This design comes from an exercise in tuning for small area, a short achievable clock period and few clock cycles per item on the open sky130 flow, not from production work. At most, simulation tests tie the RTL to the original design; equivalence was not proved. The RTL of runs 5 to 7 was laid out without a check of its function.

==> config.mk <==
export PLATFORM = sky130hd
export DESIGN_NAME = matmul_engine
export DESIGN_NICKNAME = matmul_engine
export VERILOG_FILES = /design/flow/design.v
export SDC_FILE = /design/flow/constraint.sdc
export NUM_CORES = 4
export LEC_CHECK = 0
export CAP_MARGIN = 20
export CORE_MARGIN = 2
export CORE_UTILIZATION = 70
export CTS_CLUSTER_DIAMETER = 100
export CTS_CLUSTER_SIZE = 25
export SETUP_SLACK_MARGIN = 5
export SLEW_MARGIN = 20
export TNS_END_PERCENT = 20
==> constraint.sdc <==
create_clock -name core_clock -period 8.0 [get_ports {clk}]
set_input_delay 1.6000 -clock core_clock [delete_from_list [all_inputs] [get_ports {clk}]]
set_output_delay 1.6000 -clock core_clock [all_outputs]
set_load 0.01 [all_outputs]
==> design.v <==
package sysarray_pkg;
  localparam int N     = 4;
  localparam int A_W   = 8;
  localparam int B_W   = 8;
  localparam int K_MAX = 16;
  localparam int OUT_W = 16;
endpackage
module pe (
  input  logic        clk,
  input  logic        clr,       
  input  logic [7:0]  a_in,
  input  logic [3:0]  one,       
  input  logic [3:0]  two,       
  input  logic [3:0]  neg,       
  output logic [15:0] acc_next   
);
  logic [15:0] ps, pc;     
  logic [15:0] s3, c3;
  logic [15:0] acc;
  wire pp0_0 = ((one[0] & a_in[0])) ^ neg[0];
  wire pp0_1 = ((one[0] & a_in[1]) | (two[0] & a_in[0])) ^ neg[0];
  wire pp0_2 = ((one[0] & a_in[2]) | (two[0] & a_in[1])) ^ neg[0];
  wire pp0_3 = ((one[0] & a_in[3]) | (two[0] & a_in[2])) ^ neg[0];
  wire pp0_4 = ((one[0] & a_in[4]) | (two[0] & a_in[3])) ^ neg[0];
  wire pp0_5 = ((one[0] & a_in[5]) | (two[0] & a_in[4])) ^ neg[0];
  wire pp0_6 = ((one[0] & a_in[6]) | (two[0] & a_in[5])) ^ neg[0];
  wire pp0_7 = ((one[0] & a_in[7]) | (two[0] & a_in[6])) ^ neg[0];
  wire pp0_8 = ~(((one[0] & a_in[7]) | (two[0] & a_in[7])) ^ neg[0]);
  wire pp1_0 = ((one[1] & a_in[0])) ^ neg[1];
  wire pp1_1 = ((one[1] & a_in[1]) | (two[1] & a_in[0])) ^ neg[1];
  wire pp1_2 = ((one[1] & a_in[2]) | (two[1] & a_in[1])) ^ neg[1];
  wire pp1_3 = ((one[1] & a_in[3]) | (two[1] & a_in[2])) ^ neg[1];
  wire pp1_4 = ((one[1] & a_in[4]) | (two[1] & a_in[3])) ^ neg[1];
  wire pp1_5 = ((one[1] & a_in[5]) | (two[1] & a_in[4])) ^ neg[1];
  wire pp1_6 = ((one[1] & a_in[6]) | (two[1] & a_in[5])) ^ neg[1];
  wire pp1_7 = ((one[1] & a_in[7]) | (two[1] & a_in[6])) ^ neg[1];
  wire pp1_8 = ~(((one[1] & a_in[7]) | (two[1] & a_in[7])) ^ neg[1]);
  wire pp2_0 = ((one[2] & a_in[0])) ^ neg[2];
  wire pp2_1 = ((one[2] & a_in[1]) | (two[2] & a_in[0])) ^ neg[2];
  wire pp2_2 = ((one[2] & a_in[2]) | (two[2] & a_in[1])) ^ neg[2];
  wire pp2_3 = ((one[2] & a_in[3]) | (two[2] & a_in[2])) ^ neg[2];
  wire pp2_4 = ((one[2] & a_in[4]) | (two[2] & a_in[3])) ^ neg[2];
  wire pp2_5 = ((one[2] & a_in[5]) | (two[2] & a_in[4])) ^ neg[2];
  wire pp2_6 = ((one[2] & a_in[6]) | (two[2] & a_in[5])) ^ neg[2];
  wire pp2_7 = ((one[2] & a_in[7]) | (two[2] & a_in[6])) ^ neg[2];
  wire pp2_8 = ~(((one[2] & a_in[7]) | (two[2] & a_in[7])) ^ neg[2]);
  wire pp3_0 = ((one[3] & a_in[0])) ^ neg[3];
  wire pp3_1 = ((one[3] & a_in[1]) | (two[3] & a_in[0])) ^ neg[3];
  wire pp3_2 = ((one[3] & a_in[2]) | (two[3] & a_in[1])) ^ neg[3];
  wire pp3_3 = ((one[3] & a_in[3]) | (two[3] & a_in[2])) ^ neg[3];
  wire pp3_4 = ((one[3] & a_in[4]) | (two[3] & a_in[3])) ^ neg[3];
  wire pp3_5 = ((one[3] & a_in[5]) | (two[3] & a_in[4])) ^ neg[3];
  wire pp3_6 = ((one[3] & a_in[6]) | (two[3] & a_in[5])) ^ neg[3];
  wire pp3_7 = ((one[3] & a_in[7]) | (two[3] & a_in[6])) ^ neg[3];
  wire pp3_8 = ~(((one[3] & a_in[7]) | (two[3] & a_in[7])) ^ neg[3]);
  wire t1, t2;
  assign t1 = pp0_6 ^ pp1_4;
  assign t2 = pp0_6 & pp1_4;
  wire t3, t4;
  assign t3 = pp0_7 ^ pp1_5;
  assign t4 = pp0_7 & pp1_5;
  wire t5, t6;
  assign t5 = pp0_8 ^ pp1_6 ^ pp2_4;
  assign t6 = (pp0_8 & pp1_6) | (pp0_8 & pp2_4) | (pp1_6 & pp2_4);
  wire t7, t8;
  assign t7 = pp1_7 ^ pp2_5;
  assign t8 = pp1_7 & pp2_5;
  wire t9, t10;
  assign t9 = pp0_4 ^ pp1_2;
  assign t10 = pp0_4 & pp1_2;
  wire t11, t12;
  assign t11 = pp0_5 ^ pp1_3;
  assign t12 = pp0_5 & pp1_3;
  wire t13, t14;
  assign t13 = pp2_2 ^ pp3_0 ^ neg[3];
  assign t14 = (pp2_2 & pp3_0) | (pp2_2 & neg[3]) | (pp3_0 & neg[3]);
  wire t15, t16;
  assign t15 = pp2_3 ^ pp3_1 ^ t2;
  assign t16 = (pp2_3 & pp3_1) | (pp2_3 & t2) | (pp3_1 & t2);
  wire t17, t18;
  assign t17 = pp3_2 ^ 1'b1 ^ t4;
  assign t18 = (pp3_2 & 1'b1) | (pp3_2 & t4) | (1'b1 & t4);
  wire t19, t20;
  assign t19 = pp3_3 ^ 1'b1 ^ t6;
  assign t20 = (pp3_3 & 1'b1) | (pp3_3 & t6) | (1'b1 & t6);
  wire t21, t22;
  assign t21 = pp1_8 ^ pp2_6 ^ pp3_4;
  assign t22 = (pp1_8 & pp2_6) | (pp1_8 & pp3_4) | (pp2_6 & pp3_4);
  wire t23, t24;
  assign t23 = pp2_7 ^ pp3_5;
  assign t24 = pp2_7 & pp3_5;
  wire t25, t26;
  assign t25 = pp0_2 ^ pp1_0;
  assign t26 = pp0_2 & pp1_0;
  wire t27, t28;
  assign t27 = pp0_3 ^ pp1_1;
  assign t28 = pp0_3 & pp1_1;
  wire t29, t30;
  assign t29 = pp2_0 ^ neg[2] ^ t9;
  assign t30 = (pp2_0 & neg[2]) | (pp2_0 & t9) | (neg[2] & t9);
  wire t31, t32;
  assign t31 = pp2_1 ^ t10 ^ t11;
  assign t32 = (pp2_1 & t10) | (pp2_1 & t11) | (t10 & t11);
  wire t33, t34;
  assign t33 = t12 ^ t13 ^ t1;
  assign t34 = (t12 & t13) | (t12 & t1) | (t13 & t1);
  wire t35, t36;
  assign t35 = t14 ^ t3 ^ t15;
  assign t36 = (t14 & t3) | (t14 & t15) | (t3 & t15);
  wire t37, t38;
  assign t37 = t5 ^ t16 ^ t17;
  assign t38 = (t5 & t16) | (t5 & t17) | (t16 & t17);
  wire t39, t40;
  assign t39 = t7 ^ t18 ^ t19;
  assign t40 = (t7 & t18) | (t7 & t19) | (t18 & t19);
  wire t41, t42;
  assign t41 = t21 ^ t8 ^ t20;
  assign t42 = (t21 & t8) | (t21 & t20) | (t8 & t20);
  wire t43, t44;
  assign t43 = 1'b1 ^ t22 ^ t23;
  assign t44 = (1'b1 & t22) | (1'b1 & t23) | (t22 & t23);
  wire t45, t46;
  assign t45 = pp2_8 ^ pp3_6 ^ t24;
  assign t46 = (pp2_8 & pp3_6) | (pp2_8 & t24) | (pp3_6 & t24);
  wire t47, t48;
  assign t47 = pp3_7 ^ 1'b1;
  assign t48 = pp3_7 & 1'b1;
  always_ff @(posedge clk) begin
    ps <= {1'b1, t48, t46, t44, t42, t40, t38, t36, t34, t32, t30, t28, t26, t25, pp0_1, pp0_0};
    pc <= {1'b0, pp3_8, t47, t45, t43, t41, t39, t37, t35, t33, t31, t29, t27, neg[1], 1'b0, neg[0]};
  end
  assign s3 = acc ^ ps ^ pc;
  assign c3 = {(acc[14:0] & ps[14:0]) | (acc[14:0] & pc[14:0]) | (ps[14:0] & pc[14:0]), 1'b0};
  assign acc_next = s3 + c3;
  always_ff @(posedge clk) begin
    acc <= clr ? 16'd0 : acc_next;
  end
endmodule
module matmul_engine (
  input  logic                clk,
  input  logic                rst,
  input  logic                start,
  output logic                start_ready,
  input  logic [4:0]          k_len,
  input  logic                in_valid,
  output logic                in_ready,
  input  logic [3:0][7:0]     in_a,
  input  logic [3:0][7:0]     in_b,
  output logic                out_valid,
  input  logic                out_ready,
  output logic [3:0][15:0]    out_row,
  output logic [1:0]          out_ridx,
  output logic                busy,
  output logic                done
);
  localparam int N = sysarray_pkg::N;
  logic       fv, fv_n;        
  logic [4:0] rem, rem_n;      
  logic       fst, fst_n;      
  logic       zj, zj_n;        
  logic       qv, qv_n;
  logic [4:0] qk, qk_n;
  logic       r_first, r_last;
  logic       p_last;
  logic       acc_full, acc_full_n;
  logic       ob_valid, ob_valid_n;
  logic [1:0] ob_row, ob_row_n;
  logic [2:0] njobs, njobs_n;  
  logic       in_ready_r, start_ready_r, busy_r, done_r;
  logic beat, take, st_hs, out_hs, last_take, copy, feed_done;
  function automatic logic safe_f(input logic rl, input logic pl,
                                  input logic af, input logic obv);
    logic [1:0] pending;
    pending = 2'(rl) + 2'(pl) + 2'(af);
    safe_f = (pending == 2'd0) || (pending == 2'd1 && !obv);
  endfunction
  assign beat      = in_valid && in_ready_r;
  assign take      = beat || (fv && zj && (!fst || safe_f(r_last, p_last, acc_full, ob_valid)));
  assign feed_done = take && (rem == 5'd1);
  assign st_hs     = start && start_ready_r;
  assign out_hs    = ob_valid && out_ready;
  assign last_take = out_hs && (ob_row == 2'd3);
  assign copy      = (p_last || acc_full) && !ob_valid;
  assign start_ready = start_ready_r;
  assign in_ready    = in_ready_r;
  assign out_valid   = ob_valid;
  assign out_ridx    = ob_row;
  assign busy        = busy_r;
  assign done        = done_r;
  always_comb begin
    fv_n = fv; rem_n = rem; fst_n = fst; zj_n = zj;
    qv_n = qv; qk_n = qk;
    if (!fv || feed_done) begin
      if (qv) begin
        fv_n = 1'b1; rem_n = (qk == '0) ? 5'd1 : qk; zj_n = (qk == '0); fst_n = 1'b1;
        qv_n = 1'b0;
      end else if (st_hs) begin
        fv_n = 1'b1; rem_n = (k_len == '0) ? 5'd1 : k_len; zj_n = (k_len == '0); fst_n = 1'b1;
      end else begin
        fv_n = 1'b0;
      end
    end else begin
      if (take) begin
        rem_n = rem - 5'd1;
        fst_n = 1'b0;
      end
      if (st_hs) begin
        qv_n = 1'b1;
        qk_n = k_len;
      end
    end
    acc_full_n = acc_full;
    if (p_last && !copy) acc_full_n = 1'b1;
    else if (copy) acc_full_n = 1'b0;
    ob_valid_n = ob_valid; ob_row_n = ob_row;
    if (copy) begin
      ob_valid_n = 1'b1;
      ob_row_n   = '0;
    end else if (out_hs) begin
      ob_row_n = ob_row + 2'd1;
      if (ob_row == 2'd3) ob_valid_n = 1'b0;
    end
    njobs_n = njobs + 3'(st_hs) - 3'(last_take);
  end
  always_ff @(posedge clk or posedge rst) begin
    if (rst) begin
      fv <= 1'b0; rem <= '0; fst <= 1'b0; zj <= 1'b0;
      qv <= 1'b0; qk <= '0;
      r_first <= 1'b0; r_last <= 1'b0;
      p_last <= 1'b0;
      acc_full <= 1'b0;
      ob_valid <= 1'b0; ob_row <= '0;
      njobs <= '0;
      in_ready_r <= 1'b0; start_ready_r <= 1'b1; busy_r <= 1'b0; done_r <= 1'b0;
    end else begin
      fv <= fv_n; rem <= rem_n; fst <= fst_n; zj <= zj_n;
      qv <= qv_n; qk <= qk_n;
      r_first <= take && fst;
      r_last  <= feed_done;
      p_last  <= r_last;
      acc_full <= acc_full_n;
      ob_valid <= ob_valid_n; ob_row <= ob_row_n;
      njobs <= njobs_n;
      in_ready_r    <= fv_n && !zj_n &&
                       (!fst_n || safe_f(feed_done, r_last, acc_full_n, ob_valid_n));
      start_ready_r <= !qv_n;
      busy_r        <= (njobs_n != 3'd0);
      done_r        <= last_take;
    end
  end
  logic [3:0][7:0] ra;
  logic [3:0][3:0] rb_one, rb_two, rb_neg;
  always_ff @(posedge clk) begin
    for (int i = 0; i < N; i++) begin
      ra[i] <= beat ? in_a[i] : 8'd0;
      for (int k = 0; k < 4; k++) begin
        logic b2, b1, b0;
        b2 = in_b[i][2*k+1];
        b1 = in_b[i][2*k];
        b0 = (k == 0) ? 1'b0 : in_b[i][2*k-1];
        rb_one[i][k] <= b1 ^ b0;
        rb_two[i][k] <= (b2 & !b1 & !b0) | (!b2 & b1 & b0);
        rb_neg[i][k] <= b2;
      end
    end
  end
  logic [15:0] acc_next [N][N];
  genvar gi, gj;
  for (gi = 0; gi < N; gi++) begin : g_row
    for (gj = 0; gj < N; gj++) begin : g_col
      pe u_pe (
        .clk     (clk),
        .clr     (r_first),
        .a_in    (ra[gi]),
        .one     (rb_one[gj]),
        .two     (rb_two[gj]),
        .neg     (rb_neg[gj]),
        .acc_next(acc_next[gi][gj])
      );
    end
  end
  logic [3:0][15:0] ob [N];
  always_ff @(posedge clk) begin
    if (copy) begin
      for (int i = 0; i < N; i++)
        for (int j = 0; j < N; j++)
          ob[i][j] <= acc_next[i][j];
    end else if (out_hs) begin
      for (int i = 0; i < N - 1; i++)
        ob[i] <= ob[i+1];
    end
  end
  assign out_row = ob[0];
endmodule
==> run.sh <==
#!/bin/bash
# synth_recipe.tcl (not shown) runs the flow's synth.tcl, then flattens the netlist and writes it again
# the make line also repeats each setting of config.mk as NAME=value (left out here)
make -C /OpenROAD-flow-scripts/flow DESIGN_CONFIG=/design/flow/config.mk WORK_HOME=/design/flow/orfs CLKGATE_MAP_FILE= SYNTH_SCRIPT=/design/flow/synth_recipe.tcl finish
==> flow_summary.toml, run 1 <==
[global_routing]
track_usage = 0.319
grt_pass1_vias = 42148
grt_first_pass_wirelength_um = 220000
antenna_found_initial = 4
grt_overflow = 0
grt_max_degree = 196

[setup_path]
r2r_slack_ns = 4.95
crit_start = "ob[0][23]"
rr_startpoint = "g_row[2].g_col[3].u_pe.pc[2]"
crit_cells = 1
end_kind = "primary output"
cpLargestDelayFamily = "buffers and inverters"
start_kind = "flip-flop"
critPathSlowestCell = "clkdlybuf4s50_1"
max_stage_delay_ns = 0.54
reg2reg_depth = 9
crit_fanout = 1
worstPathArrival_ns = 1.52
crit_chain = "clkdlybuf4s50_1"
crit_buf_inv = 1
required_ns = 6.40
endpoint = "out_row[23]"
worstSetupPathType = "flip-flop to primary output"
r2r-end = "ob[2][63]"

[floorplanning]
core_sq_mm = 0.0849
die_h_um = 296
die_area_sq_mm = 0.0877
io_pins = 145
fp.dieW_um = 296
rows = 107
start_util = 0.704

[cells_and_area]
diodes = 0
layout.cells.most_common = "dfxtp_1"
final_layout_size_suffix_gt1_frac = 0.0644
syn2layout_area_growth_pct = 7.24
nNetsFinal = 6401
design_area_sq_mm = 0.0641
final_cell_mix = "dfxtp_1, xnor2_1, a22oi_1, ha_1, fa_1"

[clock_network]
numCtsBuffers = 48
cts_hold_buf = 0
htreeDepth = 2
root_buffer = "clkbuf_16"
cts_tree = "yes"
clk_latency_ns = 0.65
cts_sinks = 1060
clk_pin_slew_worst_paths_ns = 0.10
cts_buffer_depth = 3

[timing]
hold_viol = 0
fin_ws_ns = 4.88
slew_viol_final = 0
fin_tns_setup_ns = 0
maxSlewHeadroom = 0.266
hold_ws_ns = 0.356
setup_viol = 0
fin_skew_ns = 0.0274
fmaxAchievable_ghz = 0.321
rsz0062_at_grt = "yes"
tightest_slew_ns = 1.10
fin_crit_sh = 0.390
period_minus_slack_ns = 3.12

[routing]
firstDrtPassIters = 5
vias_per_cell = 6.05
antenna_left = 0
vias = 40443
drt_iter0_drc = 2563
wl_um = 140000
drc_errors = 0
routedWlPerCell_um = 20.9

[job]
cap_violations = 0

[worst_hold_path]
holdPathStages = 0
hold_path_class = "flip-flop to flip-flop"

[logic_synthesis]
synth-seq-area-share = 0.400
synthCells = 5550
syn_area_per_cell_sq_um = 10.8
netlist_area_sq_mm = 0.0598
ys_seq_elements = 1060
synth_nets = 6448
synth_cell_type_count = 78
yosys_most_used_dff = "dfxtp_1"
synth_enable_flop_cells = 256
async_flop_share = 0.0264
yosysWarnings = 5

[place]
dp_hpwl_um = 87400
place_ws_ns = 3.98
place_area_sq_mm = 0.0620
place.gp.congestion = 0.874
io_buffers = 144

[outcome]
status = "no timing/DRC/antenna violations"
[stage by stage]
step,utilization,cells
finish,0.755,6685
global route,0.755,6685
CTS,0.751,6672
detailed placement,0.731,6564
global placement,0.731,6564
floorplan,-,5550
[cells in the mapped netlist, drive strengths merged, types with 4 or more instances]
| library cell | instances | share of area |
|---|---|---|
| a2111oi | 10 | 0.0027 |
| a21o | 85 | 0.011 |
| nand3b | 14 | 0.0018 |
| nand3 | 31 | 0.0027 |
| xnor2 | 546 | 0.080 |
| or3 | 9 | 0.00094 |
| nand2 | 383 | 0.024 |
| or2 | 4 | 0.00042 |
| buf | 45 | 0.0028 |
| edfxtp | 256 | 0.13 |
| nor4 | 7 | 0.00073 |
| a21oi | 136 | 0.011 |
| mux2 | 38 | 0.0072 |
| a211o | 14 | 0.0021 |
| o211ai | 9 | 0.0011 |
| o21a | 37 | 0.0046 |
| nor2b | 100 | 0.010 |
| o2111ai | 7 | 0.0010 |
| o21ai | 339 | 0.029 |
| a31oi | 25 | 0.0026 |
| o221ai | 4 | 0.00059 |
| ha | 421 | 0.088 |
| a41oi | 7 | 0.0018 |
| nand4 | 9 | 0.00094 |
| o22ai | 6 | 0.00063 |
| mux2i | 7 | 0.0012 |
| o31ai | 18 | 0.0025 |
| nand2b | 32 | 0.0033 |
| dfrtp | 27 | 0.011 |
| o21bai | 35 | 0.0044 |
| a22oi | 451 | 0.057 |
| inv | 330 | 0.021 |
| nor2 | 214 | 0.013 |
| dfxtp | 776 | 0.26 |
| fa | 403 | 0.13 |
| clkbuf | 317 | 0.020 |
| xor2 | 258 | 0.038 |
| nor3 | 30 | 0.0025 |
| a211oi | 30 | 0.0039 |
| and3 | 40 | 0.0042 |
[repair_timing]
item / 4_1_cts / 5_1_grt
gates resized for setup: 120 / 73
gates cloned: 0 / 1
pin swaps: 22 / 36
setup buffers: 20 / 12
hold endpoints to repair: 0 / 0
setup endpoints to repair: 295 / 207
[metal layers]
metal,share of wire,up-vias,wire length (um),global-route usage
li1,-,18809,-,-
met1,0.40,20145,56500,0.396
met2,0.50,1182,69300,0.563
met3,0.067,307,9350,0.0528
met4,0.034,0,4720,0.110
met5,0,-,0,0
[worst min path at each step]
| stage | startpoint | endpoint | slack (ns) |
|---|---|---|---|
| floorplan | rb_neg[12] | g_row[2].g_col[3].u_pe.pc[0] | 0.33 |
| global placement | rb_neg[1] | g_row[3].g_col[0].u_pe.pc[2] | 0.33 |
| detailed placement | rb_neg[1] | g_row[3].g_col[0].u_pe.pc[2] | 0.33 |
| CTS | rb_neg[1] | g_row[3].g_col[0].u_pe.pc[2] | 0.36 |
| global route | rb_neg[1] | g_row[3].g_col[0].u_pe.pc[2] | 0.37 |
| finish | rb_neg[1] | g_row[3].g_col[0].u_pe.pc[2] | 0.36 |
[flip-flops by register name, indices dropped and copies added (netlist names), 2 cells and up]
register              count
rb_neg                   16
ob_row                    2
rem                       5
ra                       32
g_row.g_col.u_pe.acc    256
njobs                     3
rb_two                   16
rb_one                   16
ob                      256
g_row.g_col.u_pe.pc     200
g_row.g_col.u_pe.ps     240
qk                        5
[logic make-up (layout without fill, tap and decap cells)]
kind of cell               after synthesis  in the layout  synth area share
buffers and inverters                  693            684            0.0435
AOI/OAI and AO/OA                     1241           1241             0.140
adders and majority gates              824            824             0.223
DFF                                   1060           1060             0.400
and+or+nand+nor                        883            883            0.0667
xor gates and xnor gates               804            804             0.118
muxes                                   45             45           0.00833
[final cells by class]
| cell class | instances | area [sq um] |
|---|---|---|
| Clock buffer | 86 | 1370 |
| Clock inverter | 2 | 18.8 |
| Fill cell | 5997 | 20800 |
| Inverter | 331 | 1250 |
| Multi-Input combinational cell | 3797 | 33700 |
| Sequential cell | 1060 | 24000 |
| Tap cell | 1144 | 1430 |
| Timing Repair Buffer | 265 | 2400 |
[worst reg2reg max path, stage by stage (launching register included)]
cell and delay [ns]:
dfxtp_4 0.39, fa_1 0.51, fa_2 0.43, a211oi_4 0.30, o21ai_2 0.12, a41oi_2 0.32
o21ai_2 0.14, a2111oi_2 0.36, a41o_1 0.13, a21oi_1 0.07
Testbench counts, summed over its fixed seeds: cycles 7,224, jobs 768.
==> run 2, diff against run 1 <==
--- a/config.mk
+++ b/config.mk
@@ -12,4 +12,3 @@
 export CTS_CLUSTER_SIZE = 25
 export SETUP_SLACK_MARGIN = 5
 export SLEW_MARGIN = 20
-export TNS_END_PERCENT = 20
==> run 2 against run 1 <==
Still clean. First-iteration DRC count grew 15%. Cell count is 0.18% higher. Flip-flop and latch count unchanged. Worst setup slack gained 0.14 ns. Critical path type unchanged.
==> flow_summary.toml, run 2 <==
[logic_synthesis]
ys_seq_elements = 1060
synth_common_cells = "dfxtp_1, xnor2_1, a22oi_1"
yosys.area.top_type = "dfxtp_1"
syn_area_per_cell_sq_um = 10.8
synthCells = 5550
synth_cell_type_count = 78
synth-seq-area-share = 0.400
synth_most_common_cell = "dfxtp_1"
async_flop_share = 0.0264
netlist_area_sq_mm = 0.0598
synth_nets = 6448
yosys_most_used_dff = "dfxtp_1"
yosysTopAreaCellShare = 0.260
yosysWarnings = 5
synthTopCellsByArea = "dfxtp_1, fa_1, edfxtp_1, ha_1, xnor2_1"
synth_enable_flop_cells = 256

[global_routing]
grt_pass1_vias = 42300
track_usage = 0.320
grt_first_pass_wirelength_um = 221000
antenna_found_initial = 2
grt_max_degree = 98
grt_overflow = 0

[timing]
tightest_slew_ns = 1.01
setup_viol = 0
maxSlewHeadroom = 0.324
period_minus_slack_ns = 2.98
fin_skew_ns = 0.0218
fin_tns_setup_ns = 0
rsz0062_at_grt = "yes"
slew_viol_final = 0
fin_crit_sh = 0.372
hold_viol = 0
fmaxAchievable_ghz = 0.336

[setup_path]
end_kind = "primary output"
required_ns = 6.40
crit_chain = "buf_6"
critPathSlowestCell = "edfxtp_1"
max_stage_delay_ns = 0.55
worstPathArrival_ns = 1.38
start_kind = "flip-flop"
crit_buf_inv = 1
cpLargestDelayFamily = "flip-flops"
crit_fanout = 1
worstSetupPathType = "flip-flop to primary output"

[cells_and_area]
diodes = 0
final_cell_mix = "dfxtp_1, xnor2_1, a22oi_1, ha_1, fa_1"
nNetsFinal = 6416
final_layout_size_suffix_gt1_frac = 0.0756
top_regs = "g_row.g_col.u_pe.acc (256), ob (256), g_row.g_col.u_pe.ps (240)"
syn2layout_area_growth_pct = 7.69
layout.cells.most_common = "dfxtp_1"

[routing]
drc_errors = 0
drt_iter0_drc = 2944
wl_um = 141000
vias = 40746
antenna_left = 0
routedWlPerCell_um = 21.0
vias_per_cell = 6.08
firstDrtPassIters = 6

[clock_network]
cts_sinks = 1060
htreeDepth = 2
root_buffer = "clkbuf_16"
cts_hold_buf = 0
clk_pin_slew_worst_paths_ns = 0.10
clk_latency_ns = 0.65
numCtsBuffers = 48
cts_buffer_depth = 3
cts_tree = "yes"

[floorplanning]
core_sq_mm = 0.0849
fp.dieW_um = 296
start_util = 0.704
die_h_um = 296
io_pins = 145
rows = 107
die_area_sq_mm = 0.0877

[place]
io_buffers = 144
dp_hpwl_um = 89300
place.gp.congestion = 0.884

[worst_hold_path]
hold_path_class = "flip-flop to flip-flop"

[job]
cap_violations = 0

[outcome]
status = "no timing/DRC/antenna violations"
run 2: cell counts after synthesis:
No cell type changed its count.
run 2: layout make-up:
cell class	count	area [sq um]
multi-input cells	3799	34000
inverters	331	1260
clock buffers	84	1360
well taps	1144	1430
repair buffers	278	2360
flip-flops and latches	1060	24000
fillers	5972	20500
clock inverters	1	16.3
run 2: through the flow:
step                utilization  cells  hold WS [ns]  instance area, sq um  worst slack (ns)
floorplan                     -   5550         0.329                 59800              4.77
global placement          0.731   6567         0.428                 62100              3.93
detailed placement        0.731   6567         0.431                 62100              3.88
CTS                       0.751   6673         0.437                 63700              4.99
global route              0.758   6697         0.464                 64400              4.91
finish                    0.758   6697         0.430                 64400              5.02
run 2: routing by layer:
layer  up-vias  GRT usage  share of wire
met5         -          0              0
met4         0      0.110          0.032
met3       329     0.0568          0.073
met2      1289      0.566           0.50
met1     20287      0.394           0.40
li1      18841          -              -
run 2: path summary, 6_finish.rpt:
path	cells past startpoint	end	start	slack, ns
max	1	out_row[39]	ob[0][39]	5.02
min	0	p_last	r_last	0.43
max reg2reg	11	ob[0][59]	g_row[2].g_col[3].u_pe.pc[0]	5.06
min reg2reg	0	p_last	r_last	0.43
max in group asynchronous	2	r_first	rst	6.25
min in group asynchronous	2	busy_r	rst	1.33
run 2: cells by family (layout without fill, tap and decap cells):
| kind of cell | Yosys count | after routing | synth area share |
|---|---|---|---|
| mux | 45 | 45 | 0.00833 |
| xor+xnor | 804 | 804 | 0.118 |
| flops | 1060 | 1060 | 0.400 |
| fa+ha+maj | 824 | 824 | 0.223 |
| simple gates | 883 | 885 | 0.0667 |
| compound gates | 1241 | 1241 | 0.140 |
| buf+inv | 693 | 694 | 0.0435 |
run 2: timing repair:
item                       4_1_cts  5_1_grt
gates resized for setup        183      108
cloned                           2        1
buffers inserted                19       23
setup endpoints to repair      287      103
pin swaps                       34       75
==> run 3, diff against run 2 <==
--- a/config.mk
+++ b/config.mk
@@ -10,5 +10,6 @@
 export CORE_UTILIZATION = 70
 export CTS_CLUSTER_DIAMETER = 100
 export CTS_CLUSTER_SIZE = 25
+export PLACE_DENSITY = 0.65
 export SETUP_SLACK_MARGIN = 5
 export SLEW_MARGIN = 20
==> run 3 against run 2 <==
Global-route usage is the same. Critical path depth stayed put. Register-to-register slack is essentially flat. Synthesized area is the same. Cell count unchanged.
==> flow_summary.toml, run 3 <==
[setup_path]
end_kind = "primary output"
crit_buf_inv = 1
cpLargestDelayFamily = "flip-flops"
crit_fanout = 1
reg2reg_depth = 11
crit_chain = "buf_6"
worstPathArrival_ns = 1.38
critPathSlowestCell = "edfxtp_1"
worstSetupPathType = "flip-flop to primary output"
start_kind = "flip-flop"
required_ns = 6.40
max_stage_delay_ns = 0.55
crit_cells = 1

[logic_synthesis]
yosys_most_used_dff = "dfxtp_1"
yosysWarnings = 5
synth-seq-area-share = 0.400
yosys.area.top_type = "dfxtp_1"
synth_enable_flop_cells = 256
yosysTopAreaCellShare = 0.260
synth_nets = 6448
netlist_area_sq_mm = 0.0598
synth_most_common_cell = "dfxtp_1"
ys_seq_elements = 1060
synthTopCellsByArea = "dfxtp_1, fa_1, edfxtp_1, ha_1, xnor2_1"
synthCells = 5550
async_flop_share = 0.0264
synth_common_cells = "dfxtp_1, xnor2_1, a22oi_1"
syn_area_per_cell_sq_um = 10.8
synth_cell_type_count = 78

[routing]
wl_um = 141000
routedWlPerCell_um = 21.0
firstDrtPassIters = 6
antenna_left = 0
drt_iter0_drc = 2944
drc_errors = 0
vias = 40746
vias_per_cell = 6.08

[timing]
maxSlewHeadroom = 0.324
fmaxAchievable_ghz = 0.336
fin_skew_ns = 0.0218
fin_tns_setup_ns = 0
rsz0062_at_grt = "yes"
tightest_slew_ns = 1.01
slew_viol_final = 0
setup_viol = 0
fin_crit_sh = 0.372
hold_viol = 0
period_minus_slack_ns = 2.98

[global_routing]
grt_first_pass_wirelength_um = 221000
track_usage = 0.320
antenna_found_initial = 2
grt_pass1_vias = 42300
grt_overflow = 0
grt_max_degree = 98

[cells_and_area]
layout.cells.most_common = "dfxtp_1"
syn2layout_area_growth_pct = 7.69
diodes = 0
nNetsFinal = 6416
design_area_sq_mm = 0.0644
fill_cells = 5972
final_cell_mix = "dfxtp_1, xnor2_1, a22oi_1, ha_1, fa_1"
top_regs = "g_row.g_col.u_pe.acc (256), ob (256), g_row.g_col.u_pe.ps (240)"
final_layout_size_suffix_gt1_frac = 0.0756

[clock_network]
clk_latency_ns = 0.65
cts_tree = "yes"
cts_buffer_depth = 3
root_buffer = "clkbuf_16"
cts_hold_buf = 0
numCtsBuffers = 48
clk_pin_slew_worst_paths_ns = 0.10
htreeDepth = 2
cts_sinks = 1060

[place]
place_area_sq_mm = 0.0621
place.gp.congestion = 0.884
dp_hpwl_um = 89300
io_buffers = 144

[worst_hold_path]
holdPathStages = 0
hold_path_class = "flip-flop to flip-flop"

[floorplanning]
io_pins = 145
die_h_um = 296
rows = 107
start_util = 0.704
die_area_sq_mm = 0.0877
fp.dieW_um = 296
core_sq_mm = 0.0849

[outcome]
status = "no timing/DRC/antenna violations"

[job]
cap_violations = 0
run 3: cell counts after synthesis:
No cell type changed its count.
run 3: layout make-up:
class                   instances  area, sq um  share of cell area
clock buffers                  84         1360              0.0211
clock inverters                 1         16.3            0.000253
inverters                     331         1260              0.0195
multi-input cells            3799        34000               0.528
flip-flops and latches       1060        24000               0.372
well taps                    1144         1430              0.0222
repair buffers                278         2360              0.0367
run 3: kinds of logic (layout without fill, tap and decap cells):
| family | count (synthesis) | after routing | synth area share |
|---|---|---|---|
| multiplexers | 45 | 45 | 0.00833 |
| XOR/XNOR | 804 | 804 | 0.118 |
| AND/OR/NAND/NOR | 883 | 885 | 0.0667 |
| flip-flops | 1060 | 1060 | 0.400 |
| adder cells (fa/ha/maj) | 824 | 824 | 0.223 |
| buffers and inverters | 693 | 694 | 0.0435 |
| AO/OA/AOI/OAI | 1241 | 1241 | 0.140 |
run 3: what timing repair did:
action,in CTS,in global routing
setup buffers,19,23
endpoints found under the setup margin,287,103
pin swaps,34,75
gates cloned,2,1
gates resized for setup,183,108
run 3: per-stage QoR:
| stage | std cells | util | setup WS, ns | hold WS (ns) |
|---|---|---|---|---|
| after floorplan | 5550 | - | 4.77 | 0.329 |
| after global placement | 6567 | 0.731 | 3.93 | 0.428 |
| after detailed placement | 6567 | 0.731 | 3.88 | 0.431 |
| after CTS | 6673 | 0.751 | 4.99 | 0.437 |
| after global routing | 6697 | 0.758 | 4.91 | 0.464 |
| final | 6697 | 0.758 | 5.02 | 0.430 |
run 3: layer usage:
| layer | track usage | part of all wire | vias to the layer above |
|---|---|---|---|
| li1 | - | - | 18841 |
| met1 | 0.394 | 0.40 | 20287 |
| met2 | 0.566 | 0.50 | 1289 |
| met3 | 0.0568 | 0.073 | 329 |
| met4 | 0.110 | 0.032 | 0 |
| met5 | 0 | 0 | - |
run 3: final timing paths:
kind,slack (ns),start,end
min reg2reg,0.43,r_last,p_last
min in group asynchronous,1.33,rst,busy_r
max reg2reg,5.06,g_row[2].g_col[3].u_pe.pc[0],ob[0][59]
max,5.02,ob[0][39],out_row[39]
max in group asynchronous,6.25,rst,r_first
min,0.43,r_last,p_last
==> run 4, diff against run 3 <==
--- a/config.mk
+++ b/config.mk
@@ -10,6 +10,5 @@
 export CORE_UTILIZATION = 70
 export CTS_CLUSTER_DIAMETER = 100
 export CTS_CLUSTER_SIZE = 25
-export PLACE_DENSITY = 0.65
-export SETUP_SLACK_MARGIN = 5
+export SETUP_SLACK_MARGIN = 4.85
 export SLEW_MARGIN = 20
==> run 4 against run 3 <==
Fmax fell by 4.0%. Flip-flop and latch count did not move. Wire length shrank 0.64%.
==> flow_summary.toml, run 4 <==
[outcome]
status = "no timing/DRC/antenna violations"

[logic_synthesis]
synthTopCellsByArea = "dfxtp_1, fa_1, edfxtp_1, ha_1, xnor2_1"
synth_nets = 6448
yosysTopAreaCellShare = 0.260
synth_enable_flop_cells = 256
synth_common_cells = "dfxtp_1, xnor2_1, a22oi_1"
ys_seq_elements = 1060
syn_area_per_cell_sq_um = 10.8
synth-seq-area-share = 0.400
yosys.area.top_type = "dfxtp_1"
synthCells = 5550
netlist_area_sq_mm = 0.0598
synth_cell_type_count = 78
yosys_most_used_dff = "dfxtp_1"
yosysWarnings = 5
synth_most_common_cell = "dfxtp_1"
async_flop_share = 0.0264

[floorplanning]
core_sq_mm = 0.0849
start_util = 0.704
die_area_sq_mm = 0.0877
die_h_um = 296
io_pins = 145
rows = 107
fp.dieW_um = 296

[clock_network]
cts_hold_buf = 0
htreeDepth = 2
root_buffer = "clkbuf_16"
cts_buffer_depth = 3
clk_latency_ns = 0.64
clk_pin_slew_worst_paths_ns = 0.10
cts_tree = "yes"
cts_sinks = 1060
numCtsBuffers = 48

[timing]
fin_ws_ns = 4.90
maxSlewHeadroom = 0.375
setup_viol = 0
rsz0062_at_grt = "yes"
hold_viol = 0
fmaxAchievable_ghz = 0.322
fin_skew_ns = 0.0214
fin_crit_sh = 0.388
tightest_slew_ns = 0.938
slew_viol_final = 0
period_minus_slack_ns = 3.10
fin_tns_setup_ns = 0

[cells_and_area]
layout.cells.most_common = "dfxtp_1"
final_cell_mix = "dfxtp_1, xnor2_1, a22oi_1, ha_1, fa_1"
multi_input_area_sq_mm = 0.0336
fill_cells = 5926
final_layout_size_suffix_gt1_frac = 0.0582
syn2layout_area_growth_pct = 7.06
fin_util = 0.754
final_cell_count_no_fill = 6664
design_area_sq_mm = 0.0640
regArea_sq_mm = 0.0240
nNetsFinal = 6386
top_regs = "g_row.g_col.u_pe.acc (256), ob (256), g_row.g_col.u_pe.ps (240)"
diodes = 0

[setup_path]
worstSetupPathType = "flip-flop to primary output"
reg2reg_depth = 12
r2r_slack_ns = 4.90
crit_start = "ob[0][32]"
crit_fanout = 1
required_ns = 6.40
crit_chain = "clkdlybuf4s50_1"
max_stage_delay_ns = 0.53
start_kind = "flip-flop"
r2r-end = "ob[0][13]"
end_kind = "primary output"
cpLargestDelayFamily = "buffers and inverters"
worstPathArrival_ns = 1.50
rr_startpoint = "g_row[3].g_col[0].u_pe.pc[0]"
crit_buf_inv = 1
critPathSlowestCell = "clkdlybuf4s50_1"

[routing]
drt_iter0_drc = 2918
vias = 40689
antenna_left = 0
wl_um = 140000
vias_per_cell = 6.11
routedWlPerCell_um = 21.0
drc_errors = 0
firstDrtPassIters = 6

[worst_hold_path]
hold_path_class = "flip-flop to flip-flop"
hp-start = "r_last"
min_delay_worst_endpoint = "p_last"
holdPathStages = 0

[place]
place_ws_ns = 3.99
io_buffers = 144
place_area_sq_mm = 0.0621
dp_hpwl_um = 87700
place.gp.congestion = 0.877
post-place-cells = 6562

[global_routing]
grt_pass1_vias = 42135
antenna_found_initial = 7
grt_max_degree = 182
track_usage = 0.319
grt_overflow = 0
grt_first_pass_wirelength_um = 220000

[job]
cap_violations = 0
[run 4: final cells by class]
| class | instances | share of cell area |
|---|---|---|
| Sequential cell | 1060 | 0.375 |
| Clock buffer | 81 | 0.0214 |
| Timing Repair Buffer | 250 | 0.0368 |
| Clock inverter | 1 | 0.000176 |
| Multi-Input combinational cell | 3797 | 0.525 |
| Tap cell | 1144 | 0.0224 |
| Inverter | 331 | 0.0196 |
[run 4: per-stage QoR]
| stage | hold WS [ns] |
|---|---|
| 6_report | 0.443 |
| 5_1_grt | 0.465 |
| 4_1_cts | 0.449 |
| 3_5_place_dp | 0.425 |
| 3_3_place_gp | 0.428 |
| 2_1_floorplan | 0.329 |
[run 4: cells by family after synthesis]
kind of cell,Yosys count,synth area share
AO/OA/AOI/OAI,1241,0.140
XOR/XNOR,804,0.118
adder cells (fa/ha/maj),824,0.223
buffers and inverters,693,0.0435
flip-flops,1060,0.400
multiplexers,45,0.00833
AND/OR/NAND/NOR,883,0.0667
[run 4: worst reg2reg max path, delay by kind of cell (launching register included)]
family | cells | cell delay (ns)
AO/OA/AOI/OAI | 5 | 1.09
adder cells (fa/ha/maj) | 3 | 0.88
flip-flops | 1 | 0.33
XOR/XNOR | 1 | 0.23
buffers and inverters | 2 | 0.18
AND/OR/NAND/NOR | 1 | 0.12
[run 4: worst max path at each step]
| stage | slack [ns] | depth (start not counted) | endpoint |
|---|---|---|---|
| 2_1_floorplan | 4.77 | 9 | busy_r |
| 3_3_place_gp | 4.01 | 9 | in_ready_r |
| 3_5_place_dp | 3.99 | 9 | in_ready_r |
| 4_1_cts | 4.69 | 12 | ob[1][15] |
| 5_1_grt | 4.74 | 12 | ob[0][13] |
| 6_report | 4.90 | 1 | out_row[32] |
[run 4: repair_timing]
action	4_1_cts	5_1_grt
endpoints found under the setup margin	212	89
setup buffers	3	16
gates resized for setup	62	90
cloned	1	0
pin swaps	4	36
[run 4: per-layer routing]
layer,GRT usage,vias up,share of wire
li1,-,18771,-
met1,0.404,20182,0.40
met2,0.557,1397,0.50
met3,0.0504,335,0.070
met4,0.111,4,0.031
met5,0,-,0.00019
==> run 5, diff against run 4 <==
--- a/design.v
+++ b/design.v
@@ -167,7 +167,7 @@
   logic [1:0] ob_row, ob_row_n;
   logic [2:0] njobs, njobs_n;  
   logic       in_ready_r, start_ready_r, busy_r, done_r;
-  logic beat, take, st_hs, out_hs, last_take, copy, feed_done;
+  logic beat, take, st_hs, out_hs, last_take, copy, copy_sel, ob_en, feed_done;
   function automatic logic safe_f(input logic rl, input logic pl,
                                   input logic af, input logic obv);
     logic [1:0] pending;
@@ -180,7 +180,9 @@
   assign st_hs     = start && start_ready_r;
   assign out_hs    = ob_valid && out_ready;
   assign last_take = out_hs && (ob_row == 2'd3);
-  assign copy      = (p_last || acc_full) && !ob_valid;
+  assign copy_sel  = (p_last || acc_full) && (!ob_valid || ob_row == 2'd3);
+  assign copy      = (p_last || acc_full) && (!ob_valid || last_take);
+  assign ob_en     = copy || out_hs;
   assign start_ready = start_ready_r;
   assign in_ready    = in_ready_r;
   assign out_valid   = ob_valid;
@@ -281,13 +283,15 @@
   end
   logic [3:0][15:0] ob [N];
   always_ff @(posedge clk) begin
-    if (copy) begin
-      for (int i = 0; i < N; i++)
-        for (int j = 0; j < N; j++)
-          ob[i][j] <= acc_next[i][j];
-    end else if (out_hs) begin
-      for (int i = 0; i < N - 1; i++)
-        ob[i] <= ob[i+1];
+    if (ob_en) begin
+      if (copy_sel) begin
+        for (int i = 0; i < N; i++)
+          for (int j = 0; j < N; j++)
+            ob[i][j] <= acc_next[i][j];
+      end else begin
+        for (int i = 0; i < N - 1; i++)
+          ob[i] <= ob[i+1];
+      end
     end
   end
   assign out_row = ob[0];
--- a/config.mk
+++ b/config.mk
@@ -10,5 +10,5 @@
 export CORE_UTILIZATION = 70
 export CTS_CLUSTER_DIAMETER = 100
 export CTS_CLUSTER_SIZE = 25
-export SETUP_SLACK_MARGIN = 4.85
+export SETUP_SLACK_MARGIN = 5
 export SLEW_MARGIN = 20
==> run 5 against run 4 <==
Still clean on timing, DRC and antenna. Global-route usage fell by 0.26 points. Synthesized area shrank 0.45%. Fmax rose by 3.0%. Register-to-register slack gained 0.09 ns. Critical path type is now flip-flop to flip-flop. Critical endpoint is now ob[1][14].
==> flow_summary.toml, run 5 <==
[clock_network]
cts_buffer_depth = 3
cts_sinks = 1060
clk_latency_ns = 0.65
htreeDepth = 2
cts_tree = "yes"
clk_pin_slew_worst_paths_ns = 0.10
root_buffer = "clkbuf_16"
numCtsBuffers = 48

[logic_synthesis]
yosys_most_used_dff = "dfxtp_1"
ys_seq_elements = 1060
synth_cell_type_count = 79
synth_simple_gate_area_frac = 0.0659
muxShareOfSynthArea = 0.0132
synth_most_common_cell = "dfxtp_1"
async_flop_share = 0.0264
synth-seq-area-share = 0.402
synth_enable_flop_cells = 256
synthAdderAreaFrac = 0.224
netlist_area_sq_mm = 0.0595
yosysWarnings = 5
synth_common_cells = "dfxtp_1, xnor2_1, a22oi_1"
synthTopCellsByArea = "dfxtp_1, fa_1, edfxtp_1, ha_1, xnor2_1"
synth_top_family_by_area = "adder cells"
yosys.area.top_type = "dfxtp_1"
synth_compound_area_frac = 0.132
syn_area_per_cell_sq_um = 10.8
yosysTopAreaCellShare = 0.261
synthCells = 5513
synthXorXnorAreaFrac = 0.118
synth_nets = 6411

[floorplanning]
rows = 106
die_area_sq_mm = 0.0873
io_pins = 145
fp.dieW_um = 296
core_sq_mm = 0.0840
die_h_um = 296
start_util = 0.709

[setup_path]
crit_buf_inv = 0
r2r_slack_ns = 4.99
crit_start = "g_row[1].g_col[0].u_pe.acc[8]"
crit_fanout = 5
worstPathArrival_ns = 3.41
rr_startpoint = "g_row[1].g_col[0].u_pe.acc[8]"
max_stage_delay_ns = 0.47
worstSetupPathType = "flip-flop to flip-flop"
endpoint = "ob[1][14]"
crit_cells = 9
cpLargestDelayFamily = "compound AO/OA/AOI/OAI gates"
end_kind = "flip-flop"
crit_chain = "fa_1 > ha_1 > and3_1 > and2_4 > a21boi_2 > o41ai_4 > o21ai_1 > xnor2_1 > o21ai_0"
required_ns = 8.40
critPathSlowestCell = "fa_1"
r2r-end = "ob[1][14]"
start_kind = "flip-flop"
reg2reg_depth = 9

[global_routing]
top_usage_layer = "met1"
grt_max_degree = 160
track_usage = 0.317
antenna_found_initial = 3
grt_overflow = 0
grt_first_pass_wirelength_um = 219000
met3_usage = 0.0435
grt_pass1_vias = 40310
grt_use_met1 = 0.486
gr-usage-met2 = 0.479

[cells_and_area]
top_regs = "g_row.g_col.u_pe.acc (256), ob (256), g_row.g_col.u_pe.ps (240)"
fill_cells = 5745
syn2layout_area_growth_pct = 8.11
diodes = 0
final_layout_size_suffix_gt1_frac = 0.0819
final_cell_mix = "dfxtp_1, xnor2_1, a22oi_1, ha_1, fa_1"
design_area_sq_mm = 0.0643
nNetsFinal = 6382
layout.cells.most_common = "dfxtp_1"

[timing]
fin_tns_setup_ns = 0
fin_crit_sh = 0.377
fmaxAchievable_ghz = 0.332
rsz0062_at_grt = "yes"
tightest_slew_ns = 1.00
hold_viol = 0
period_minus_slack_ns = 3.01
maxSlewHeadroom = 0.333
setup_viol = 0
slew_viol_final = 0
fin_skew_ns = 0.0268

[routing]
vias = 40447
routedWlPerCell_um = 20.6
antenna_left = 0
drt_iter0_drc = 3451
firstDrtPassIters = 6
drc_errors = 0
wl_um = 137000
vias_per_cell = 6.08

[place]
dp_hpwl_um = 91000
place_area_sq_mm = 0.0618
io_buffers = 144
place.gp.congestion = 0.877

[worst_hold_path]
hold_path_class = "flip-flop to flip-flop"

[outcome]
status = "no timing/DRC/antenna violations"

[job]
cap_violations = 0
## run 5: cell count changes after synthesis, sizes merged, moves of 15 or more
cell    before  now
a21o        85   64
a21oi      136  165
buf         45   60
clkbuf     317  296
inv        330  347
mux2        38   66
nand2      383  295
nor2       214  249
o21a        37   19
xnor2      546  566
xor2       258  239
## run 5: layout make-up
class | instances | area (sq um) | share of cell area
Clock buffer | 83 | 1350 | 0.0210
Sequential cell | 1060 | 24000 | 0.373
Clock inverter | 3 | 21.3 | 0.000331
Multi-Input combinational cell | 3750 | 33700 | 0.524
Inverter | 347 | 1320 | 0.0205
Tap cell | 1134 | 1420 | 0.0221
Timing Repair Buffer | 277 | 2510 | 0.0390
## run 5: repair_timing
| item | 4_1_cts | 5_1_grt |
|---|---|---|
| setup endpoints to repair | 501 | 129 |
| gates cloned | 2 | 1 |
| hold buffers | 0 | 0 |
| setup buffers | 20 | 18 |
| gates resized for setup | 163 | 133 |
| pin swaps | 28 | 84 |
| endpoints found under the hold margin | 0 | 0 |
## run 5: how the worst min path moves through the flow
stage                     slack [ns]  cells after the start                           end        from
after CTS                       0.45                      0                        p_last      r_last
after detailed placement        0.43                      0                        p_last      r_last
after global routing            0.48                      0                        p_last      r_last
after floorplan                 0.33                      0  g_row[2].g_col[3].u_pe.pc[0]  rb_neg[12]
after global placement          0.43                      0                        p_last      r_last
final                           0.44                      0                        p_last      r_last
## run 5: per-stage QoR
step | instances | setup slack [ns] | utilization | hold slack (ns)
after floorplan | 5513 | 2.80 | - | 0.329
after global placement | 6527 | 3.71 | 0.736 | 0.431
after detailed placement | 6527 | 3.68 | 0.736 | 0.428
after CTS | 6635 | 4.98 | 0.758 | 0.447
after global routing | 6654 | 4.93 | 0.766 | 0.482
final | 6654 | 4.99 | 0.766 | 0.444
## run 5: worst reg2reg max path, delay by kind of cell (launching register included)
kind            cells  cell delay (ns)
fa+ha+maj           2             0.86
xor+xnor            1             0.15
simple gates        2             0.43
flops               1             0.33
compound gates      4             1.00
## run 5: kinds of logic (layout without fill, tap and decap cells)
family / count (synthesis) / in the layout
compound gates: 1200 / 1200
flops: 1060 / 1060
simple gates: 851 / 851
fa+ha+maj: 824 / 824
xor+xnor: 805 / 805
buf+inv: 703 / 710
mux: 70 / 70
## run 5: metal layers
| metal | share of wire | vias to the layer above | routed length, um |
|---|---|---|---|
| met5 | 0.000080 | - | 11 |
| met4 | 0.017 | 2 | 2330 |
| met3 | 0.078 | 200 | 10700 |
| met2 | 0.44 | 1567 | 60200 |
| met1 | 0.47 | 20002 | 64100 |
| li1 | - | 18676 | - |
==> run 6, diff against run 5 <==
--- a/config.mk
+++ b/config.mk
@@ -7,7 +7,7 @@
 export LEC_CHECK = 0
 export CAP_MARGIN = 20
 export CORE_MARGIN = 2
-export CORE_UTILIZATION = 70
+export CORE_UTILIZATION = 65
 export CTS_CLUSTER_DIAMETER = 100
 export CTS_CLUSTER_SIZE = 25
 export SETUP_SLACK_MARGIN = 5
==> run 6 against run 5 <==
Still clean on timing, DRC and antenna. Non-clock buffer count up 5. Count of clock-buffer cells in the layout is 1 higher. Worst setup slack better by 0.015 ns. Largest cell class unchanged.
==> flow_summary.toml, run 6 <==
[place]
dp_hpwl_um = 92400
io_buffers = 144
place.gp.congestion = 0.875

[clock_network]
clk_pin_slew_worst_paths_ns = 0.10
cts_sinks = 1060
cts_tree = "yes"
numCtsBuffers = 48
htreeDepth = 2
root_buffer = "clkbuf_16"
clk_latency_ns = 0.66
cts_buffer_depth = 3

[global_routing]
grt_first_pass_wirelength_um = 222000
antenna_found_initial = 2
grt_overflow = 0
grt_pass1_vias = 40500
track_usage = 0.296
grt_max_degree = 162

[job]
cap_violations = 0

[setup_path]
crit_fanout = 4
worstPathArrival_ns = 3.39
end_kind = "flip-flop"
r2r_slack_ns = 5.00
crit_chain = "clkinvlp_4 > buf_4 > fa_2 > inv_1 > ha_4 > fa_2 > a211oi_4 > o21ai_2 > a31oi_2 > o21ai_2 > o41ai_2 > xnor2_1 > o21ai_1"
critPathSlowestCell = "fa_2"
start_kind = "flip-flop"
max_stage_delay_ns = 0.37
required_ns = 8.39
worstSetupPathType = "flip-flop to flip-flop"

[logic_synthesis]
yosys.area.top_type = "dfxtp_1"
synth_most_common_cell = "dfxtp_1"
synth_enable_flop_cells = 256
synth_common_cells = "dfxtp_1, xnor2_1, a22oi_1"
synthTopCellsByArea = "dfxtp_1, fa_1, edfxtp_1, ha_1, xnor2_1"
synth-seq-area-share = 0.402
synthCells = 5513
yosysWarnings = 5
netlist_area_sq_mm = 0.0595
async_flop_share = 0.0264
yosys_most_used_dff = "dfxtp_1"
syn_area_per_cell_sq_um = 10.8
synth_nets = 6411
synth_cell_type_count = 79
yosysTopAreaCellShare = 0.261
ys_seq_elements = 1060

[timing]
setup_viol = 0
fin_crit_sh = 0.375
slew_viol_final = 0
rsz0062_at_grt = "yes"
fin_tns_setup_ns = 0
tightest_slew_ns = 1.21
fin_skew_ns = 0.0178
hold_viol = 0
maxSlewHeadroom = 0.192
period_minus_slack_ns = 3.00
hold_ws_ns = 0.468
fmaxAchievable_ghz = 0.334

[cells_and_area]
final_cell_mix = "dfxtp_1, xnor2_1, a22oi_1, ha_1, fa_1"
top_regs = "g_row.g_col.u_pe.acc (256), ob (256), g_row.g_col.u_pe.ps (240)"
final_layout_size_suffix_gt1_frac = 0.0858
syn2layout_area_growth_pct = 8.31
diodes = 0
layout.cells.most_common = "dfxtp_1"
nNetsFinal = 6387

[routing]
antenna_left = 0
vias = 40203
routedWlPerCell_um = 20.8
wl_um = 140000
firstDrtPassIters = 6
drc_errors = 0
vias_per_cell = 6.00
drt_iter0_drc = 3524

[floorplanning]
die_h_um = 307
die_area_sq_mm = 0.0940
io_pins = 145
core_sq_mm = 0.0904
start_util = 0.658
fp.dieW_um = 307
rows = 110

[worst_hold_path]
hold_path_class = "flip-flop to flip-flop"

[outcome]
status = "no timing/DRC/antenna violations"
run 6: worst max-delay path: cells and delay by family, from the launching register on:
kind                       cells  cell delay [ns]
adders and majority gates      3             0.70
buffers and inverters          3             0.36
xor gates and xnor gates       1             0.18
DFF                            1             0.34
AOI/OAI and AO/OA              6             1.15
run 6: metal layers:
layer	routed length, um	vias to the layer above	GRT usage
li1	-	18675	-
met1	66400	19925	0.457
met2	60700	1431	0.448
met3	9990	172	0.0363
met4	2540	0	0.0653
met5	0	-	0
run 6: logic make-up (layout without fill, tap and decap cells):
kind of cell	Yosys count	in the layout	share of synthesized area
flip-flops	1060	1060	0.402
buffers and inverters	703	716	0.0445
AO/OA/AOI/OAI	1200	1200	0.132
multiplexers	70	70	0.0132
XOR/XNOR	805	805	0.118
AND/OR/NAND/NOR	851	851	0.0659
adder cells (fa/ha/maj)	824	824	0.224
run 6: metrics by stage:
step	worst slack, ns	cells	cell area [sq um]	utilization
global placement	3.91	6564	61800	0.684
floorplan	2.80	5513	59500	-
CTS	4.88	6672	63700	0.704
finish	5.00	6702	64400	0.713
global route	4.86	6702	64400	0.713
detailed placement	3.87	6564	61800	0.684
run 6: layout make-up:
cell class,instances,area [sq um]
timing repair buffer,282,2530
multi-input combinational,3750,33700
sequential,1060,24000
inverter,347,1320
tap,1176,1470
clock buffer,84,1370
clock inverter,3,43.8
fill,6653,26000
run 6: timing repair:
action,4_1_cts,5_1_grt
endpoints found under the setup margin,502,165
hold buffers,0,0
pin swaps,22,101
buffers inserted,20,29
gates resized for setup,163,148
endpoints found under the hold margin,0,0
gates cloned,1,1
run 6: final timing paths:
path                                              start   endpoint  cells after the start
min                                              r_last     p_last                      0
max in group asynchronous                           rst    r_first                      2
min in group asynchronous                           rst   acc_full                      2
max                        g_row[3].g_col[0].u_pe.pc[0]  ob[2][15]                     13
max reg2reg                g_row[3].g_col[0].u_pe.pc[0]  ob[2][15]                     13
min reg2reg                                      r_last     p_last                      0
==> run 7, diff against run 6 <==
--- a/config.mk
+++ b/config.mk
@@ -7,8 +7,9 @@
 export LEC_CHECK = 0
 export CAP_MARGIN = 20
 export CORE_MARGIN = 2
-export CORE_UTILIZATION = 65
+export CORE_UTILIZATION = 70
 export CTS_CLUSTER_DIAMETER = 100
 export CTS_CLUSTER_SIZE = 25
+export PLACE_DENSITY = 0.8
 export SETUP_SLACK_MARGIN = 5
 export SLEW_MARGIN = 20
==> run 7 against run 6 <==
Die area is 7.1% lower. Design area rose by 0.28%. Register-to-register slack worse by 0.08 ns. Global-route usage up 2.8 points. Count of clock-buffer cells in the layout increased by 2. First-iteration DRC count up 0.77%. Sequential share of layout area fell by 0.11 points. Flip-flop and latch count did not move.
==> flow_summary.toml, run 7 <==
[floorplanning]
io_pins = 145
die_area_sq_mm = 0.0873
die_h_um = 296
rows = 106
start_util = 0.709
fp.dieW_um = 296
core_sq_mm = 0.0840

[timing]
fin_tns_setup_ns = 0
tightest_slew_ns = 1.30
fmaxAchievable_ghz = 0.325
setup_viol = 0
hold_ws_ns = 0.451
slew_viol_final = 0
fin_skew_ns = 0.0173
maxSlewHeadroom = 0.131
hold_viol = 0
period_minus_slack_ns = 3.07
rsz0062_at_grt = "yes"
fin_crit_sh = 0.384
fin_ws_ns = 4.93

[logic_synthesis]
synth_enable_flop_cells = 256
synth_cell_type_count = 79
synth_top_family_by_area = "adder cells"
synth_nets = 6411
synthAdderAreaFrac = 0.224
synth-seq-area-share = 0.402
yosys_most_used_dff = "dfxtp_1"
synth_common_cells = "dfxtp_1, xnor2_1, a22oi_1"
syn_area_per_cell_sq_um = 10.8
synthTopCellsByArea = "dfxtp_1, fa_1, edfxtp_1, ha_1, xnor2_1"
yosysTopAreaCellShare = 0.261
synth_compound_area_frac = 0.132
muxShareOfSynthArea = 0.0132
synthCells = 5513
synthXorXnorAreaFrac = 0.118
yosys.area.top_type = "dfxtp_1"
synth_simple_gate_area_frac = 0.0659
synth_most_common_cell = "dfxtp_1"
ys_seq_elements = 1060
netlist_area_sq_mm = 0.0595
yosysWarnings = 5
async_flop_share = 0.0264

[routing]
drt_iter0_drc = 3551
dr_wl_met2_um = 62700
vias_per_cell = 6.15
drc_errors = 0
wl_met1_um = 62200
firstDrtPassIters = 6
antenna_left = 0
wl_um = 142000
top_layer = "met5"
vias = 41125
routedWlPerCell_um = 21.2
met3_length_um = 13200

[setup_path]
start_kind = "flip-flop"
reg2reg_depth = 5
worstSetupPathType = "flip-flop to flip-flop"
worstPathArrival_ns = 3.47
critPathSlowestCell = "buf_6"
end_kind = "flip-flop"
max_stage_delay_ns = 0.62
crit_fanout = 208
crit_chain = "ha_1 > o22ai_4 > buf_12 > buf_6 > mux2_2"
required_ns = 8.40

[clock_network]
cts_tree = "yes"
clk_latency_ns = 0.65
clk_pin_slew_worst_paths_ns = 0.10
htreeDepth = 2
numCtsBuffers = 48
cts_sinks = 1060
cts_buffer_depth = 3
root_buffer = "clkbuf_16"

[cells_and_area]
layout.cells.most_common = "dfxtp_1"
final_layout_size_suffix_gt1_frac = 0.0895
top_regs = "g_row.g_col.u_pe.acc (256), ob (256), g_row.g_col.u_pe.ps (240)"
fill_cells = 5548
syn2layout_area_growth_pct = 8.62
nNetsFinal = 6413
final_cell_mix = "dfxtp_1, xnor2_1, a22oi_1, ha_1, fa_1"

[place]
io_buffers = 144
dp_hpwl_um = 91800
place.gp.congestion = 0.879
place_ws_ns = 3.77

[worst_hold_path]
holdPathStages = 0
hold_path_class = "flip-flop to flip-flop"

[global_routing]
grt_pass1_vias = 41366
grt_max_degree = 209
grt_overflow = 0
track_usage = 0.324
grt_first_pass_wirelength_um = 224000
antenna_found_initial = 3

[outcome]
status = "no timing/DRC/antenna violations"

[job]
cap_violations = 0
run 7: per-stage QoR:
step,cells,instance area [sq um],util
3_3_place_gp,6525,61800,0.736
6_report,6688,64600,0.770
5_1_grt,6687,64600,0.770
3_5_place_dp,6525,61800,0.736
4_1_cts,6648,63800,0.760
2_1_floorplan,5513,59500,-
run 7: worst paths after layout:
kind                       slack, ns      start        to
max in group asynchronous       6.19        rst   r_first
setup / recovery                4.93  ob_row[1]  ob[1][1]
hold reg to reg                 0.45     r_last    p_last
setup reg to reg                4.93  ob_row[1]  ob[1][1]
min in group asynchronous       1.36        rst    busy_r
hold / removal                  0.45     r_last    p_last
run 7: cells by family (layout without fill, tap and decap cells):
kind of cell,count (synthesis),after routing
AOI/OAI and AO/OA,1200,1200
xor gates and xnor gates,805,805
adders and majority gates,824,824
buffers and inverters,703,743
DFF,1060,1060
muxes,70,70
other,0,1
and+or+nand+nor,851,851
run 7: repair_timing:
action,in CTS,in global routing
hold buffers,0,0
setup buffers,33,38
pin swaps,40,95
resized for setup,176,137
cloned,2,1
endpoints found under the setup margin,355,143
run 7: worst max-delay path, delay by kind of cell, from the launching register on:
| family | cells | cell delay, ns |
|---|---|---|
| DFF | 1 | 0.42 |
| AOI/OAI and AO/OA | 1 | 0.16 |
| buffers and inverters | 2 | 1.11 |
| adders and majority gates | 1 | 0.26 |
| muxes | 1 | 0.43 |
run 7: cell type report:
cell class              instances  area (sq um)  share of cell area
well taps                    1134          1420              0.0220
diodes                          1          2.50           0.0000387
inverters                     347          1320              0.0204
multi-input cells            3750         33800               0.523
clock buffers                  86          1380              0.0213
flip-flops and latches       1060         24000               0.371
clock inverters                 2          17.5            0.000271
repair buffers                308          2720              0.0421
run 7: layer usage:
metal  vias to the layer above  GRT usage
met5                         -          0
met4                         2     0.0768
met3                       263     0.0538
met2                      1871      0.503
met1                     20261      0.479
li1                      18728          -

## what the ideal ports hide
How much do the figures lean on ideal ports? The routed layouts below were timed once more, with nothing changed but the port constraints. Step 1, drivers: a clkbuf_16 drives clk and a buf_2 each remaining input, both assumed. Step 2 times the ports against the registers' clock, not the clock port: input delays grow and output delays shrink by t, the midpoint of the rising clock arrivals with the driver on. Slacks: no drivers / after step 1 / after step 2; pairs: no drivers / after step 1.
| run | t, ns | setup WS [ns] | worst hold slack (ns) |
|---|---|---|---|
| run 1 | 0.708 | 4.880 / 4.807 / 4.348 | 0.356 / 0.356 / 0.356 |
| run 2 | 0.708 | 5.022 / 4.949 / 4.396 | 0.430 / 0.430 / 0.430 |
| run 3 | 0.708 | 5.022 / 4.949 / 4.396 | 0.430 / 0.430 / 0.430 |
| run 4 | 0.701 | 4.897 / 4.827 / 4.322 | 0.443 / 0.443 / 0.443 |
| run 5 | 0.704 | 4.988 / 4.970 / 4.477 | 0.444 / 0.444 / 0.444 |
| run 6 | 0.726 | 5.003 / 4.955 / 4.399 | 0.468 / 0.468 / 0.468 |
| run 7 | 0.706 | 4.926 / 4.926 / 4.476 | 0.451 / 0.451 / 0.451 |
After both steps every run listed still meets setup and hold.
